Source: an optimization exercise on an open RTL-to-GDS flow (aim: small area, a short achievable clock period and few clock cycles per item). Production flows keep margins and buffers that such runs may drop.
Only simulation tests tie the RTL to the original design; equivalence was not proved.
Power and IR drop assume default switching activity.

== 02-11 ==
// pattern_encoder
module pattern_encoder #(
    parameter int INDEX_WIDTH = 32,
    parameter int ADDR_WIDTH  = 48,
    parameter int DATA_WIDTH  = 64
) (
    input  logic                   clk,
    input  logic                   rst,
    input  logic                   start,
    input  logic [ADDR_WIDTH-1:0]  start_addr,
    input  logic                   index_push,
    input  logic [INDEX_WIDTH-1:0] row,
    input  logic [INDEX_WIDTH-1:0] col,
    output logic                   index_stall,
    input  logic                   finish,
    output logic                   wr_req,
    input  logic                   wr_stall,
    output logic [ADDR_WIDTH-1:0]  wr_addr,
    output logic [DATA_WIDTH-1:0]  wr_data,
    output logic                   done,
    output logic [ADDR_WIDTH-1:0]  word_count
);
    localparam int IW = INDEX_WIDTH;
    localparam int VW = IW + 1;              
    localparam int LW = 6;                   
    localparam int CW = 1 + LW + VW;         
    localparam int BW = DATA_WIDTH - 1 + CW;       
    localparam int FW = 7;                   
    function automatic logic [LW-1:0] bitlen(input logic [VW-1:0] v);
        logic [LW-1:0] n;
        n = '0;
        for (int i = 0; i < VW; i++)
            if (v[i]) n = LW'(i + 1);
        bitlen = n;
    endfunction
    function automatic logic [LW-1:0] codelen(input logic [VW-1:0] v);
        logic [LW-1:0] n;
        n = LW'(7);
        for (int i = 0; i < VW; i++)
            if (v[i]) n = LW'(i + 8);
        codelen = n;
    endfunction
    logic          active_q;      
    logic          first_q;       
    logic [IW-1:0] lrow_q, lcol_q;    
    logic          s0_v_q, s0_f_q;    
    logic          s0_hr_q;           
    logic          s0_rd_q;           
    logic [IW-1:0] s0_vr_q;
    logic [VW-1:0] s0_vc_q;
    logic          s1_v_q, s1_end_q;
    logic [CW-1:0] s1_code_q;
    logic [LW-1:0] s1_len_q;
    logic [BW-1:0]         buf_q;
    logic [FW-1:0]         fill_q;       
    logic                  fl_q;         
    logic                  wr_req_q, done_q;
    logic [ADDR_WIDTH-1:0] addr_q, cnt_q;
    logic room, pack, adv1, rowc, s0_last, adv0, take_pair;
    assign room    = !fill_q[6];
    assign pack    = s1_v_q && room;
  ...
==> module pattern_encoder, before the edit <==
module pattern_encoder #(
    parameter int INDEX_WIDTH = 32,
    parameter int ADDR_WIDTH  = 48,
    parameter int DATA_WIDTH  = 64
) (
    input  logic                   clk,
    input  logic                   rst,
    input  logic                   start,
    input  logic [ADDR_WIDTH-1:0]  start_addr,
    input  logic                   index_push,
    input  logic [INDEX_WIDTH-1:0] row,
    input  logic [INDEX_WIDTH-1:0] col,
    output logic                   index_stall,
    input  logic                   finish,
    output logic                   wr_req,
    input  logic                   wr_stall,
    output logic [ADDR_WIDTH-1:0]  wr_addr,
    output logic [DATA_WIDTH-1:0]  wr_data,
    output logic                   done,
    output logic [ADDR_WIDTH-1:0]  word_count
);
    localparam int IW = INDEX_WIDTH;
    localparam int VW = IW + 1;              
    localparam int LW = 6;                   
    localparam int CW = 1 + LW + VW;         
    localparam int BW = DATA_WIDTH - 1 + CW;       
    localparam int FW = 7;                   
    function automatic logic [LW-1:0] bitlen(input logic [VW-1:0] v);
        logic [LW-1:0] n;
        n = '0;
        for (int i = 0; i < VW; i++)
            if (v[i]) n = LW'(i + 1);
        bitlen = n;
    endfunction
    function automatic logic [LW-1:0] codelen(input logic [VW-1:0] v);
        logic [LW-1:0] n;
        n = LW'(7);
        for (int i = 0; i < VW; i++)
            if (v[i]) n = LW'(i + 8);
        codelen = n;
    endfunction
    logic          active_q;      
    logic          first_q;       
    logic [IW-1:0] lrow_q, lcol_q;    
    logic          s0_v_q, s0_f_q;    
    logic          s0_hr_q;           
    logic          s0_rd_q;           
    logic [IW-1:0] s0_vr_q;
    logic [VW-1:0] s0_vc_q;
    logic          s1_v_q, s1_end_q;
    logic [CW-1:0] s1_code_q;
    logic [LW-1:0] s1_len_q;
    logic [BW-1:0]         buf_q;
    logic [FW-1:0]         fill_q;       
    logic                  fl_q;         
    logic                  wr_req_q, done_q;
    logic [ADDR_WIDTH-1:0] addr_q, cnt_q;
    logic room, pack, adv1, rowc, s0_last, adv0, take_pair;
    assign room    = !fill_q[6];
    assign pack    = s1_v_q && room;
    assign adv1    = !s1_v_q || room;
    assign rowc    = s0_v_q && s0_hr_q && !s0_rd_q;    
    assign s0_last = adv1 && !rowc;
    assign adv0    = !(s0_v_q || s0_f_q) || s0_last;
    assign index_stall = s0_v_q && !s0_last;
    assign take_pair   = index_push && !index_stall;
    logic          ru;
    logic [IW-1:0] vr;
    logic [VW-1:0] vc;
    assign ru = row != lrow_q;
    assign vr = row - lrow_q;
    assign vc = (ru || first_q) ? {1'b0, col} + VW'(1)
                                : {1'b0, col - lcol_q};
    logic [LW-1:0] wr, wc;
    logic [CW-1:0] code;
    logic [LW-1:0] len;
    assign wr   = bitlen({1'b0, s0_vr_q});
    assign wc   = bitlen(s0_vc_q);
    assign code = !s0_v_q ? CW'(1)
                : rowc    ? CW'({s0_vr_q, wr, 1'b1})
                :           {s0_vc_q, wc, 1'b0};
    assign len  = !s0_v_q ? LW'(7)
                : rowc    ? codelen({1'b0, s0_vr_q})
                :           codelen(s0_vc_q);
    logic [FW-1:0] hp, h;
    logic          full, fl, wr_next, done_next;
    logic [FW-1:0] fill_next;
    logic [BW-1:0] base, app;
    assign hp        = FW'(fill_q[5:0]) + FW'(s1_len_q);
    assign h         = pack ? hp : fill_q;
    assign full      = h[6];
    assign fl        = fl_q || (pack && s1_end_q);
    assign wr_next   = !wr_stall && (full || fl);
    assign done_next = wr_next && fl && (h <= FW'(DATA_WIDTH));
    assign fill_next = !wr_next ? h : full ? {1'b0, h[5:0]} : '0;
    assign base      = wr_req_q ? (buf_q >> DATA_WIDTH)
                     : (fill_q != '0) ? buf_q : '0;
    assign app       = pack ? (BW'(s1_code_q) << fill_q[5:0]) : '0;
    always_ff @(posedge clk or posedge rst) begin
        if (rst) begin
            active_q <= 1'b0;
            first_q  <= 1'b0;
            s0_v_q   <= 1'b0;
            s0_f_q   <= 1'b0;
            s0_rd_q  <= 1'b0;
            s1_v_q   <= 1'b0;
            s1_end_q <= 1'b0;
            fill_q   <= '0;
            fl_q     <= 1'b0;
            wr_req_q <= 1'b0;
            done_q   <= 1'b0;
            cnt_q    <= '0;
        end else begin
            if (start) begin
                active_q <= 1'b1;
                first_q  <= 1'b1;
                cnt_q    <= '0;
            end else begin
                if (done_next) active_q <= 1'b0;
                if (take_pair) first_q <= 1'b0;
                if (wr_next)   cnt_q    <= cnt_q + ADDR_WIDTH'(1);
            end
            if (adv0) begin
                s0_v_q  <= index_push;
                s0_f_q  <= finish || (s0_v_q && s0_f_q);
                s0_rd_q <= 1'b0;
            end else if (adv1 && rowc) begin
                s0_rd_q <= 1'b1;
            end
            if (adv1) begin
                s1_v_q   <= s0_v_q || s0_f_q;
                s1_end_q <= !s0_v_q && s0_f_q;
            end
            fill_q   <= fill_next;
            fl_q     <= fl && !done_next;
            wr_req_q <= wr_next;
            done_q   <= done_next;
        end
    end
    always_ff @(posedge clk) begin
        if (take_pair) begin
            s0_vr_q <= vr;
            s0_vc_q <= vc;
            s0_hr_q <= ru;
        end
        if (start) begin
            lrow_q <= '0;
        end else if (take_pair) begin
            lrow_q <= row;
        end
        if (take_pair) lcol_q <= col;
        if (adv1) begin
            s1_code_q <= code;
            s1_len_q  <= len;
        end
        buf_q <= base | app;
        if (start)         addr_q <= start_addr;
        else if (wr_req_q) addr_q <= addr_q + ADDR_WIDTH'(DATA_WIDTH / 8);
    end
    assign wr_req     = wr_req_q;
    assign wr_addr    = addr_q;
    assign wr_data    = buf_q[DATA_WIDTH-1:0];
    assign done       = done_q;
    assign word_count = cnt_q;
endmodule
Settings: LEC_CHECK=0, CAP_MARGIN=20, CORE_MARGIN=2, CORE_UTILIZATION=60, PLACE_DENSITY=0.7, SETUP_SLACK_MARGIN=3.5, SLEW_MARGIN=20; clock period 7.0 ns.
standard.sh (not shown) runs the stock make flow with config.mk's settings and CLKGATE_MAP_FILE= SYNTH_SCRIPT=/design/flow/synth_recipe.tcl, a recipe that flattens the netlist after the stock synthesis.
==> flow/flow/run.sh <==
#!/bin/bash
export BUFFER_PORTS_ARGS="-buffer_cell sky130_fd_sc_hd__buf_2"
bash standard.sh > standard.log 2>&1
Testbench counts of 02-11, summed over its fixed seeds: cycles 19,627, items 14,352.
Input-level comparison between 06-04 and 02-11:
--- a/flow/design.v
+++ b/flow/design.v
@@ -24,14 +24,23 @@
     localparam int LW = 6;                   
     localparam int CW = 1 + LW + VW;         
     localparam int BW = DATA_WIDTH - 1 + CW;       
     localparam int FW = 7;                   
+    localparam int KR = 10;                  
+    localparam int KC = CW - 2 * (1 + LW) - KR;    
     function automatic logic [LW-1:0] bitlen(input logic [VW-1:0] v);
         logic [LW-1:0] n;
         n = '0;
         for (int i = 0; i < VW; i++)
             if (v[i]) n = LW'(i + 1);
         bitlen = n;
+    endfunction
+    function automatic logic [3:0] msb(input logic [KR-1:0] v);
+        logic [3:0] n;
+        n = '0;
+        for (int i = 0; i < KR; i++)
+            if (v[i]) n = 4'(i);
+        msb = n;
     endfunction
     function automatic logic [LW-1:0] codelen(input logic [VW-1:0] v);
         logic [LW-1:0] n;
         n = LW'(7);
@@ -44,8 +53,9 @@
     logic [IW-1:0] lrow_q, lcol_q;    
     logic          s0_v_q, s0_f_q;    
     logic          s0_hr_q;           
     logic          s0_rd_q;           
+    logic          s0_sh_q;           
     logic [IW-1:0] s0_vr_q;
     logic [VW-1:0] s0_vc_q;
     logic          s1_v_q, s1_end_q;
     logic [CW-1:0] s1_code_q;
@@ -58,31 +68,40 @@
     logic room, pack, adv1, rowc, s0_last, adv0, take_pair;
     assign room    = !fill_q[6];
     assign pack    = s1_v_q && room;
     assign adv1    = !s1_v_q || room;
-    assign rowc    = s0_v_q && s0_hr_q && !s0_rd_q;    
+    assign rowc    = s0_v_q && s0_hr_q && !s0_rd_q && !s0_sh_q;  
     assign s0_last = adv1 && !rowc;
     assign adv0    = !(s0_v_q || s0_f_q) || s0_last;
     assign index_stall = s0_v_q && !s0_last;
     assign take_pair   = index_push && !index_stall;
-    logic          ru;
+    logic          ru, sh;
     logic [IW-1:0] vr;
     logic [VW-1:0] vc;
     assign ru = row != lrow_q;
+    assign sh = (row[IW-1:KR] == lrow_q[IW-1:KR]) && (col[IW-1:KC-1] == '0);
     assign vr = row - lrow_q;
     assign vc = (ru || first_q) ? {1'b0, col} + VW'(1)
                                 : {1'b0, col - lcol_q};
     logic [LW-1:0] wr, wc;
-    logic [CW-1:0] code;
+    logic [CW-1:0] code, both;
+    logic [LW-1:0] wrs, wcs;
     logic [LW-1:0] len;
     assign wr   = bitlen({1'b0, s0_vr_q});
     assign wc   = bitlen(s0_vc_q);
-    assign code = !s0_v_q ? CW'(1)
-                : rowc    ? CW'({s0_vr_q, wr, 1'b1})
-                :           {s0_vc_q, wc, 1'b0};
-    assign len  = !s0_v_q ? LW'(7)
-                : rowc    ? codelen({1'b0, s0_vr_q})
-                :           codelen(s0_vc_q);
+    assign wrs  = bitlen(VW'(s0_vr_q[KR-1:0]));
+    assign wcs  = bitlen(VW'(s0_vc_q[KC-1:0]));
+    assign both = CW'({s0_vr_q[KR-1:0], wrs, 1'b1})
+                | (CW'({s0_vc_q[KC-1:0], wcs, 1'b0, 8'b0})
+                   << msb(s0_vr_q[KR-1:0]));
+    assign code = !s0_v_q              ? CW'(1)
+                : rowc                 ? CW'({s0_vr_q, wr, 1'b1})
+                : s0_hr_q && !s0_rd_q  ? both
+                :                        {s0_vc_q, wc, 1'b0};
+    assign len  = !s0_v_q              ? LW'(7)
+                : rowc                 ? codelen({1'b0, s0_vr_q})
+                : s0_hr_q && !s0_rd_q  ? LW'(14) + wrs + wcs
+                :                        codelen(s0_vc_q);
     logic [FW-1:0] hp, h;
     logic          full, fl, wr_next, done_next;
     logic [FW-1:0] fill_next;
     logic [BW-1:0] base, app;
@@ -141,8 +160,9 @@
         if (take_pair) begin
             s0_vr_q <= vr;
             s0_vc_q <= vc;
             s0_hr_q <= ru;
+            s0_sh_q <= sh;
         end
         if (start) begin
             lrow_q <= '0;
         end else if (take_pair) begin
## What came out
For post-route clock period utilization, 02-11 and 06-04 come out practically identical.
Looking at final total power, 06-04 sits 6.5% higher than 02-11 does.
06-04: critical path depth higher than 02-11
Compare 02-11 and 06-04 | share of the core filled with cells higher: 06-04
Initial core utilization for 06-04: 0.62 points up relative to 02-11
06-04 vs 02-11 — cell area power density dropped about 1.4%.
When 06-04 is set beside 02-11, its first-pass iteration count of the detailed router turns out to be 2 smaller.
Maximum frequency from static timing analysis of 06-04 is on par with 02-11.
Testbench counts of 06-04, summed over its fixed seeds: cycles 17,280, items 14,352.

-- afterwards: timing with drivers on the ports --
Ports are ideal in the flow. The routed layouts listed here were re-timed in OpenROAD. Step 1 assumes that a clkbuf_16 drives the clock port and a buf_2 every other input. Step 2 adds t to the input delays and takes it off the output delays; t is the mean of the earliest and latest rising clock arrival at the registers after step 1. Input paths then give back, and output paths get back, about the clock's delay inside the block. Slacks: no drivers / after step 1 / after step 2; pairs: no drivers / after step 1.
run	shift t [ns]	setup slack, ns	worst data-port slew with drivers (ns)
02-11	0.626	3.478 / 3.495 / 2.869	0.09
06-04	0.645	3.487 / 3.487 / 2.892	0.08
After both steps setup and hold are still met in every run listed. For 02-11, which loses most, drivers alone change the setup slack by +0.017 ns; drivers and shift together by -0.609 ns.
